From an optimization exercise on the open Yosys and OpenROAD flow, aimed at small area; shortcuts taken in it are not production practice.
The RTL was checked by simulation tests, not by an equivalence proof against the original design.
No activity file was given, so power comes from the tool's default toggle rates.

R:
## calc1
module calc1 (
  input  logic        c_clk,
  input  logic        reset,
  input  logic [3:0]  req1_cmd_in,
  input  logic [3:0]  req2_cmd_in,
  input  logic [3:0]  req3_cmd_in,
  input  logic [3:0]  req4_cmd_in,
  input  logic [31:0] req1_data_in,
  input  logic [31:0] req2_data_in,
  input  logic [31:0] req3_data_in,
  input  logic [31:0] req4_data_in,
  output logic [1:0]  out_resp1,
  output logic [1:0]  out_resp2,
  output logic [1:0]  out_resp3,
  output logic [1:0]  out_resp4,
  output logic [31:0] out_data1,
  output logic [31:0] out_data2,
  output logic [31:0] out_data3,
  output logic [31:0] out_data4
);
clock: 5.0 ns
lec_check: 0
cap_margin: 20
core_margin: 2
core_utilization: 40
slew_margin: 20
synth_hierarchical: 1
run.sh (not shown) runs the stock make flow with config.mk's settings and CLKGATE_MAP_FILE= SYNTH_SCRIPT=/design/flow/synth_recipe.tcl, a recipe that flattens the netlist after the stock synthesis.
Edits applied to the flow inputs when going from R to T:
==> flow/flow/run.sh (new file) <==
#!/bin/bash
# Standard ORFS layout with two changes:
#  - synthesis may not pick the larger drive strengths of the simple gates the datapath's
#    one-gate modules map to (placement and timing repair later still may), and
#  - ports are buffered with buf_1 instead of the default buffer.
set -euo pipefail
PLAT=$FLOW_HOME/platforms/$FLOW_PLATFORM
LIB=$PLAT/lib/sky130_fd_sc_hd__tt_025C_1v80.lib
BASE=$(sed -n '/^export DONT_USE_CELLS/,/^#/p' $PLAT/config.mk | grep -o 'sky130_fd_sc_hd__[a-z0-9_]*' | tr '\n' ' ')
EXTRA=""
for c in a21boi a21oi a22oi a22o and4bb o22ai o21ai nand2 nand3 nor2 xor2 xnor2 ha a21o; do
  for s in 2 4 8; do
    if grep -q "cell (\"sky130_fd_sc_hd__${c}_$s\")" $LIB; then EXTRA="$EXTRA sky130_fd_sc_hd__${c}_$s"; fi
  done
done
CTS="-sink_clustering_enable -repair_clock_nets -buf_list sky130_fd_sc_hd__clkbuf_8 -sink_clustering_size 30 -sink_clustering_max_diameter 100 -dont_use_dummy_load"
bash standard.sh "DONT_USE_CELLS=$BASE $EXTRA" synth > synth.log 2>&1
bash standard.sh "BUFFER_PORTS_ARGS=-buffer_cell sky130_fd_sc_hd__buf_1" "CTS_ARGS=$CTS" finish > layout.log 2>&1
==> flow/standard.sh (new file) <==
#!/bin/bash
# synth_recipe.tcl (not shown) runs the flow's synth.tcl, then flattens the netlist and writes it again
# the make line also repeats each setting of config.mk as NAME=value (left out here)
make -C /OpenROAD-flow-scripts/flow DESIGN_CONFIG=/design/flow/config.mk WORK_HOME=/design/flow/orfs CLKGATE_MAP_FILE= SYNTH_SCRIPT=/design/flow/synth_recipe.tcl "${@:-finish}"
removed: flow/run.sh
==> comparison <==
Comparing T and R, the lower number of antenna violations at the first check in global routing is on T.
In the tables for T and R, count of cell types in the netlist reads lower with T.
In T, routed wirelength normalized by instance count is lower than in R.
[compare] base=R new=T: portion of total power attributed to the clock network has decreased, routed wire length lost about 6%, first-pass GRT wire length saw a decrease, detailed-placement wirelength estimate lower.


calc1 again, from the RTL that the note above started with.
clock: 5.0 ns
lec_check: 0
cap_margin: 20
core_margin: 2
core_utilization: 40
slew_margin: 20
synth_hierarchical: 1
standard.sh (not shown) runs the stock make flow with config.mk's settings and CLKGATE_MAP_FILE= SYNTH_SCRIPT=/design/flow/synth_recipe.tcl, a recipe that flattens the netlist after the stock synthesis.
==> flow/flow/run.sh <==
#!/bin/bash
# Standard ORFS layout with two changes:
#  - synthesis may not pick the larger drive strengths of the simple gates the datapath's
#    one-gate modules map to (placement and timing repair later still may), and
#  - ports are buffered with buf_1 instead of the default buffer.
set -euo pipefail
PLAT=$FLOW_HOME/platforms/$FLOW_PLATFORM
LIB=$PLAT/lib/sky130_fd_sc_hd__tt_025C_1v80.lib
BASE=$(sed -n '/^export DONT_USE_CELLS/,/^#/p' $PLAT/config.mk | grep -o 'sky130_fd_sc_hd__[a-z0-9_]*' | tr '\n' ' ')
EXTRA=""
for c in a21boi a21oi a22oi a22o and4bb o22ai o21ai nand2 nand3 nor2 xor2 xnor2 ha a21o; do
  for s in 2 4 8; do
    if grep -q "cell (\"sky130_fd_sc_hd__${c}_$s\")" $LIB; then EXTRA="$EXTRA sky130_fd_sc_hd__${c}_$s"; fi
  done
done
bash standard.sh "DONT_USE_CELLS=$BASE $EXTRA" synth > synth.log 2>&1
bash standard.sh "BUFFER_PORTS_ARGS=-buffer_cell sky130_fd_sc_hd__buf_1" finish > layout.log 2>&1
The first run ran to the end with no violations.
Edit:
--- a/flow/flow/run.sh
+++ b/flow/flow/run.sh
@@ -14,4 +14,5 @@
   done
 done
+CTS="-sink_clustering_enable -repair_clock_nets -buf_list sky130_fd_sc_hd__clkbuf_8 -sink_clustering_size 40 -sink_clustering_max_diameter 300 -dont_use_dummy_load"
 bash standard.sh "DONT_USE_CELLS=$BASE $EXTRA" synth > synth.log 2>&1
-bash standard.sh "BUFFER_PORTS_ARGS=-buffer_cell sky130_fd_sc_hd__buf_1" finish > layout.log 2>&1
+bash standard.sh "BUFFER_PORTS_ARGS=-buffer_cell sky130_fd_sc_hd__buf_1" "CTS_ARGS=$CTS" finish > layout.log 2>&1
Result:
- synthesized cell count does not change
- routed wire length barely changes
- clock power decreases by 48%
- worst setup slack improved by 51 ps
- die area stays the same

afterwards: timing with drivers on the ports:
No port has a modelled driver above. Below, the same layouts with a new extraction and two added sets of constraints. Step 1 assumes that a clkbuf_16 drives the clock port and a buf_2 every other input. Step 2 also shifts input and output timing later by t, the mid clock arrival at the registers, as if the neighbouring blocks saw the same clock. Three values: ideal, step 1, step 2; two values: the first two.
| run | t, ns | setup WS [ns] | worst register clock-pin slew, ns |
|---|---|---|---|
| R | 0.552 | 0.462 / 0.478 / -0.074 | 0.07 / 0.07 |
| T | 0.627 | 0.693 / 0.721 / 0.101 | 0.10 / 0.10 |
| the first run of note 2 | 0.556 | 0.642 / 0.681 / 0.125 | 0.07 / 0.07 |
| the second run of note 2 | 0.627 | 0.693 / 0.721 / 0.101 | 0.10 / 0.10 |
With both steps, setup timing fails in R, where it was met with ideal ports.
